What follows belongs to an exercise in optimizing a design on an open flow for small area; a production flow would make more cautious choices.
Where RTL was checked, it was by simulation tests only, not by an equivalence proof against the original.
Power and IR drop assume default switching activity.

// ebi_periph_top
module ebi_periph_top #(
  parameter int NUM_UART = 2,
  parameter int NUM_GPIO = 3
) (
  input  logic                                clk,
  input  logic                                rst_i,
  input  logic                                cs_n_i,
  input  logic                                oe_n_i,
  input  logic [3:0]                          we_n_i,
  input  logic                                rd_wr_i,
  input  logic [hub_pkg::ADDR_W-1:0]          ebi_addr_i,
  input  logic [hub_pkg::DATA_W-1:0]          ebi_data_i,
  input  logic [NUM_UART-1:0]                 srx_i,
  input  logic [NUM_GPIO*hub_pkg::DATA_W-1:0] input_pad_i,    
  output logic [hub_pkg::DATA_W-1:0]          ebi_data_o,
  output logic                                ebi_data_oe_o,
  output logic [NUM_UART-1:0]                 stx_o,
  output logic [NUM_UART-1:0]                 uart_int_o,
  output logic [NUM_GPIO*hub_pkg::DATA_W-1:0] output_pad_o    
);
Size in the first run: about 460 flip-flops, about 300 I/O pins, roughly 18000 µm² of cells after synthesis.
export LEC_CHECK = 0
export CAP_MARGIN = 20
export CORE_MARGIN = 2
export CORE_UTILIZATION = 40
export SLEW_MARGIN = 20
create_clock -name core_clock -period 5.0 [get_ports {clk}]
standard.sh (not shown) runs the stock make flow with config.mk's settings and CLKGATE_MAP_FILE= SYNTH_SCRIPT=/design/flow/synth_recipe.tcl, a recipe that flattens the netlist after the stock synthesis.
==> flow/flow/run.sh <==
#!/bin/bash
# Standard layout, with the smallest buffer cell for the port buffers and a
# clock tree without dummy loads.
set -euo pipefail
export BUFFER_PORTS_ARGS="-buffer_cell sky130_fd_sc_hd__buf_1"
export CTS_ARGS="-sink_clustering_enable -repair_clock_nets -dont_use_dummy_load -buf_list sky130_fd_sc_hd__clkbuf_8 -sink_clustering_size 20 -sink_clustering_max_diameter 45"
bash standard.sh > standard.log 2>&1
Next try:
--- a/flow/design.v
+++ b/flow/design.v
@@ -146,27 +146,26 @@
         rdr_q      <= rx_byte_i;
         rx_ready_q <= 1'b1;
       end else if (rdr_rd) begin
         rx_ready_q <= 1'b0;
       end
       if (rx_valid_i && rx_ready_q && !rdr_rd) overrun_q <= 1'b1;
       else if (sr_rd)                          overrun_q <= 1'b0;
     end
   end
-  logic [2:0] rd_sel;
-  assign rd_sel[0] = tg_i && sel_i == UART_CR;
-  assign rd_sel[1] = tg_i && sel_i == UART_SR;
-  assign rd_sel[2] = tg_i && sel_i == UART_RDR;
   always_comb begin
     rd_word_o = '0;
-    rd_word_o[CR_TX_IE:0] = {(CR_TX_IE+1){rd_sel[0]}} & cr_q;
-    rd_word_o[2:0] = rd_word_o[2:0] | ({3{rd_sel[1]}} & {overrun_q, tx_busy_i, rx_ready_q});
-    rd_word_o[7:0] = rd_word_o[7:0] | ({8{rd_sel[2]}} & rdr_q);
+    case (sel_i)
+      UART_CR:  rd_word_o[CR_TX_IE:0] = cr_q;
+      UART_SR:  rd_word_o[2:0] = {overrun_q, tx_busy_i, rx_ready_q};
+      UART_RDR: rd_word_o[7:0] = rdr_q;
+      default:  ;   
+    endcase
   end
   assign divisor_o  = cr_q[CR_DIV_MSB:0];
   assign uart_int_o = (rx_ready_q && cr_q[CR_RX_IE]) || (!tx_busy_i && cr_q[CR_TX_IE]);
 endmodule
 import hub_pkg::*;
 module uart_txrx (
   input  logic                      clk,
   input  logic                      rst_i,
   input  logic [hub_pkg::DIV_W-1:0] divisor_i,
@@ -265,47 +264,45 @@
   input  logic                                tg_i,           
   input  logic [2:0]                          sub_i,          
   input  logic [hub_pkg::DATA_W-1:0]          wr_data_i,
   input  logic [3:0]                          byte_en_i,
   input  logic                                wr_go_i,
   output logic [hub_pkg::DATA_W-1:0]          rd_word_o,
   output logic [NUM_GPIO*hub_pkg::DATA_W-1:0] output_pad_o
 );
   logic [DATA_W-1:0] in_cap;
-  logic [2:0] cap_sel;
-  assign cap_sel[0] = early_start_i && early_bank_i == 2'd0;
-  assign cap_sel[1] = early_start_i && early_bank_i == 2'd1;
-  assign cap_sel[2] = early_start_i && early_bank_i[2];
   always_ff @(posedge clk) begin
-    in_cap <= ({DATA_W{cap_sel[0]}}     & input_pad_i[0 +: DATA_W])
-            | ({DATA_W{cap_sel[1]}}     & input_pad_i[DATA_W +: DATA_W])
-            | ({DATA_W{cap_sel[2]}}     & input_pad_i[2*DATA_W +: DATA_W])
-            | ({DATA_W{!early_start_i}} & in_cap);
+    if (early_start_i) begin
+      case (early_bank_i)
+        2'd0:    in_cap <= input_pad_i[0 +: DATA_W];
+        2'd1:    in_cap <= input_pad_i[DATA_W +: DATA_W];
+        default: in_cap <= input_pad_i[2*DATA_W +: DATA_W];
+      endcase
+    end
   end
   logic wr_out;
   assign wr_out = wr_go_i && tg_i && sub_i[0] == GPIO_OUT;
   always_ff @(posedge clk) begin
     for (int b = 0; b < NUM_GPIO; b++) begin
       for (int l = 0; l < 4; l++) begin
         if (rst_i || (wr_out && sub_i[2:1] == 2'(b) && byte_en_i[l]))
           output_pad_o[b*DATA_W + 8*l +: 8] <= wr_data_i[8*l +: 8];
       end
     end
   end
-  logic [3:0] rd_sel;
-  assign rd_sel[0] = tg_i && sub_i[0] == GPIO_IN;
-  assign rd_sel[1] = tg_i && sub_i[0] == GPIO_OUT && sub_i[2:1] == 2'd0;
-  assign rd_sel[2] = tg_i && sub_i[0] == GPIO_OUT && sub_i[2:1] == 2'd1;
-  assign rd_sel[3] = tg_i && sub_i[0] == GPIO_OUT && sub_i[2:1] == 2'd2;
-  assign rd_word_o = ({DATA_W{rd_sel[0]}} & in_cap)
-                   | ({DATA_W{rd_sel[1]}} & output_pad_o[0 +: DATA_W])
-                   | ({DATA_W{rd_sel[2]}} & output_pad_o[DATA_W +: DATA_W])
-                   | ({DATA_W{rd_sel[3]}} & output_pad_o[2*DATA_W +: DATA_W]);
+  always_comb begin
+    if (sub_i[0] == GPIO_IN) rd_word_o = in_cap;
+    else case (sub_i[2:1])
+      2'd0:    rd_word_o = output_pad_o[0 +: DATA_W];
+      2'd1:    rd_word_o = output_pad_o[DATA_W +: DATA_W];
+      default: rd_word_o = output_pad_o[2*DATA_W +: DATA_W];
+    endcase
+  end
 endmodule
 import hub_pkg::*;
 module ebi_periph_top #(
   parameter int NUM_UART = 2,
   parameter int NUM_GPIO = 3
 ) (
   input  logic                                clk,
   input  logic                                rst_i,
   input  logic                                cs_n_i,
@@ -400,11 +397,16 @@
       .tx_start_i(tdr_wr),
       .tx_byte_i(wr_data[7:0]),
       .srx_i(srx_i[g]),
       .stx_o(stx_o[g]),
       .tx_busy_o(tx_busy),
       .rx_valid_o(rx_valid),
       .rx_byte_o(rx_byte)
     );
   end
-  assign rd_word = gpio_word | uart_word[0] | uart_word[1];
+  always_comb begin
+    rd_word = '0;
+    if (tg_gpio)    rd_word = gpio_word;
+    if (tg_uart[0]) rd_word = uart_word[0];
+    if (tg_uart[1]) rd_word = uart_word[1];
+  end
 endmodule
Result: The changed run completed without violations. Worst setup slack loses 0.068 ns. Maximum frequency drops by 1.6%. Utilization barely changes. Clock-buffer cell count rises by 5. Final area goes up by 2.3%. Synthesized cell count climbs by about 4.5%. Via count grows by about 2%. Total power hardly moves. Sequential share of layout area climbs by 0.27 points.

Another version of the RTL of ebi_periph_top (not shown whole).
For scale: roughly 1,400 cells after synthesis, roughly 460 flip-flops, roughly 300 I/O pins, ~0.016 sq mm of cells after synthesis.
==> flow/design.v (excerpt) <==
module ebi_periph_top #(
  parameter int NUM_UART = 2,
  parameter int NUM_GPIO = 3
) (
  input  logic                                clk,
  input  logic                                rst_i,
  input  logic                                cs_n_i,
  input  logic                                oe_n_i,
  input  logic [3:0]                          we_n_i,
  input  logic                                rd_wr_i,
  input  logic [hub_pkg::ADDR_W-1:0]          ebi_addr_i,
  input  logic [hub_pkg::DATA_W-1:0]          ebi_data_i,
  input  logic [NUM_UART-1:0]                 srx_i,
  input  logic [NUM_GPIO*hub_pkg::DATA_W-1:0] input_pad_i,    
  output logic [hub_pkg::DATA_W-1:0]          ebi_data_o,
  output logic                                ebi_data_oe_o,
  output logic [NUM_UART-1:0]                 stx_o,
  output logic [NUM_UART-1:0]                 uart_int_o,
  output logic [NUM_GPIO*hub_pkg::DATA_W-1:0] output_pad_o    
);
Settings: LEC_CHECK=0, CAP_MARGIN=20, CORE_MARGIN=2, CORE_UTILIZATION=65, SLEW_MARGIN=20; clock period 5.0 ns.
==> flow/flow/run.sh <==
#!/bin/bash
# The standard layout (standard.sh, the standard flow's own synthesis script
# synth_recipe.tcl and its flip-flop mapping included) with these changes:
# - abc maps the logic with an area-oriented script (flow/area.abc) instead of
#   ORFS's delay-oriented one, and the adders are left to abc rather than
#   mapped to half/full adder cells beforehand (ADDER_MAP_FILE empty);
# - the port buffers are the smallest buffer cell (buf_1);
# - the clock tree uses clkbuf_8 buffers, without dummy loads.
# Each tool's output is in orfs/logs/; make's own output is in standard.log.
set -euo pipefail
here=$(pwd)
{
  echo 'proc abc {args} {'
  echo '  set i [lsearch -exact $args -script]'
  echo "  if {\$i >= 0} { set args [lreplace \$args \$i [expr {\$i + 1}] -script $here/flow/area.abc] }"
  echo "  puts \"abc: script $here/flow/area.abc\""
  echo '  yosys abc {*}$args'
  echo '}'
  cat "$here/synth_recipe.tcl"
} > "$here/area_synth.tcl"
export BUFFER_PORTS_ARGS="-buffer_cell sky130_fd_sc_hd__buf_1"
export CTS_ARGS="-sink_clustering_enable -repair_clock_nets -dont_use_dummy_load -buf_list sky130_fd_sc_hd__clkbuf_8 -sink_clustering_size 20 -sink_clustering_max_diameter 45"
bash standard.sh SYNTH_SCRIPT="$here/area_synth.tcl" ADDER_MAP_FILE= finish > standard.log 2>&1
==> flow/flow/area.abc <==
&get -n
&st
&dch
&nf -R 1000 -p
&st
&dch
&nf -R 1000 -p
&st
&dch
&nf -R 1000 -p
&put
The first run ran to the end with no violations.
==> next run, changes <==
--- a/flow/design.v
+++ b/flow/design.v
@@ -71,27 +71,27 @@
     end else begin
       wr2     <= wr1;
       rd2     <= rd1;
       st      <= es;
       wr_go_o <= st && wr2;
       rd_go_o <= st && rd2;
       rd_go_d <= rd_go_o;
     end
   end
-  logic [2:0] tg_new;
-  assign tg_new[0] = (addr_s1[11:8] == 4'd0) && !addr_s1[3] && (addr_s1[2:1] != 2'b11);
-  assign tg_new[1] = (addr_s1[11:8] == 4'd1);
-  assign tg_new[2] = (addr_s1[11:8] == 4'd2);
-  always_ff @(posedge clk) begin
-    {tg_uart1_o, tg_uart0_o, tg_gpio_o} <= ({3{es}} & tg_new) | ({3{st}} & {tg_uart1_o, tg_uart0_o, tg_gpio_o});
-    sub_o     <= ({3{es}} & addr_s1[2:0]) | ({3{st}} & sub_o);
-    wr_data_o <= ({DATA_W{es}} & data_s1) | ({DATA_W{st}} & wr_data_o);
-    byte_en_o <= ({4{es}} & ~ctl_s1[3:0]) | ({4{st}} & byte_en_o);
+  always_ff @(posedge clk) begin
+    if (es) begin
+      tg_gpio_o  <= (addr_s1[11:8] == 4'd0) && !addr_s1[3] && (addr_s1[2:1] != 2'b11);
+      tg_uart0_o <= (addr_s1[11:8] == 4'd1);
+      tg_uart1_o <= (addr_s1[11:8] == 4'd2);
+      sub_o      <= addr_s1[2:0];
+      wr_data_o  <= data_s1;
+      byte_en_o  <= ~ctl_s1[3:0];
+    end
   end
   assign early_bank_o  = addr_s1[2:1];
   assign early_start_o = es;
   always_ff @(posedge clk) rd_cap <= rd_word_i;
   logic dat_ld, dat_hd;
   assign dat_ld = rd_go_d && !rst_i;
   assign dat_hd = !rd_go_d && !rst_i;
   always_ff @(posedge clk) begin
     ebi_data_o <= ({DATA_W{dat_ld}} & rd_cap) | ({DATA_W{dat_hd}} & ebi_data_o);
@@ -222,23 +222,20 @@
     else if (!tx_busy_o) begin
       if (tx_cnt == TX_PEND)      tx_cnt <= TX_START;
       else if (tx_start_i)        tx_cnt <= TX_PEND;
     end else if (tx_zero)         tx_cnt <= tx_cnt + 4'd1;   
   end
   always_ff @(posedge clk) begin
     if (!tx_busy_o || tx_zero) tx_tmr <= divisor_i;
     else                       tx_tmr <= tx_dec;
   end
-  logic tx_ld, tx_hd;
-  assign tx_ld = tx_start_i && !tx_busy_o;
-  assign tx_hd = tx_busy_o || tx_cnt == TX_PEND;
   always_ff @(posedge clk) begin
-    tx_byte <= ({8{tx_ld}} & tx_byte_i) | ({8{tx_hd}} & tx_byte);
+    if (tx_start_i && !tx_busy_o) tx_byte <= tx_byte_i;
   end
   assign stx_o = tx_cnt[3] ? tx_byte[tx_cnt[2:0]] : (tx_cnt[2:0] != 3'd7);
   always_ff @(posedge clk) begin
     if (rst_i) rx_sync <= 2'b11;
     else       rx_sync <= {rx_sync[0], srx_i};
   end
   assign rx_prev = (rx_st != RX_IDLE_L);
   assign rx_busy    = (rx_st < 4'd10);
   assign rx_valid_o = (rx_st == RX_VALID);
@@ -254,23 +251,22 @@
       else if (rx_st == 4'd9) rx_st <= rx_sync[1] ? RX_VALID : RX_IDLE_L;     
       else                    rx_st <= rx_st + 4'd1;
     end
   end
   always_ff @(posedge clk) begin
     if (!rx_busy)            rx_tmr <= divisor_i >> 1;   
     else if (rx_zero)        rx_tmr <= divisor_i;
     else                     rx_tmr <= rx_dec;
   end
-  logic rx_shift, rx_hd;
-  assign rx_shift = rx_busy && rx_zero && rx_st != 4'd0 && rx_st != 4'd9;
-  assign rx_hd    = rx_busy && !rx_shift;
   always_ff @(posedge clk) begin
-    rx_sh <= ({8{rx_shift}} & {rx_sync[1], rx_sh[7:1]}) | ({8{rx_hd}} & rx_sh);
+    if (rx_busy && rx_zero && rx_st != 4'd0 && rx_st != 4'd9) begin
+      rx_sh <= {rx_sync[1], rx_sh[7:1]};
+    end
   end
   assign rx_byte_o = rx_sh;
 endmodule
 import hub_pkg::*;
 module gpio_bank #(
   parameter int NUM_GPIO = 3
 ) (
   input  logic                                clk,
   input  logic                                rst_i,
Synthesized area grows by 0.69%.
Critical path depth stays the same.
Flip-flop and latch count is unchanged.
Final cell count goes down by 3.4%.
Die area is higher by 0.68%.
Synthesized cell count goes down by 5.4%.
Design area climbs by 0.88%.
Global-route usage goes down by 0.36 points.
Clock-buffer cell count goes up by 1.
Fmax goes down by 2.3%.
Hold slack degrades by 0.027 ns.
Clock power stays flat.
The RTL of the first run of this note was laid out without a check of its function.

-- static timing again, ports no longer ideal --
No port has a modelled driver above. Below, the same layouts with a new extraction and two added sets of constraints.
Step 1 (the two cells are an assumption about what drives the block):
set clk [get_ports {clk}]
set_driving_cell -lib_cell sky130_fd_sc_hd__clkbuf_16 $clk
set_driving_cell -lib_cell sky130_fd_sc_hd__buf_2 [delete_from_list [all_inputs] $clk]
Step 2 times the ports against the registers' clock, not the clock port: input delays grow and output delays shrink by t, the midpoint of the rising clock arrivals with the driver on.
a / b / c = ideal / step 1 / step 2; a / b = the first two.
| run | t, ns | setup WS [ns] | hold slack, ns | worst setup path at the end | slew at the worst register clock pin (ns) |
|---|---|---|---|---|---|
| the first run of note 1 | 0.609 | 0.853 / 0.853 / 0.853 | 0.389 / 0.389 / 0.389 | register to register | 0.11 / 0.11 |
| the second run of note 1 | 0.645 | 0.785 / 0.785 / 0.785 | 0.397 / 0.397 / 0.397 | register to register | 0.11 / 0.11 |
| the first run of note 2 | 0.602 | 0.977 / 0.977 / 0.977 | 0.415 / 0.415 / 0.415 | register to register | 0.11 / 0.11 |
| the second run of note 2 | 0.590 | 0.881 / 0.881 / 0.881 | 0.388 / 0.388 / 0.388 | register to register | 0.11 / 0.11 |
After both steps setup and hold are still met in every run listed.
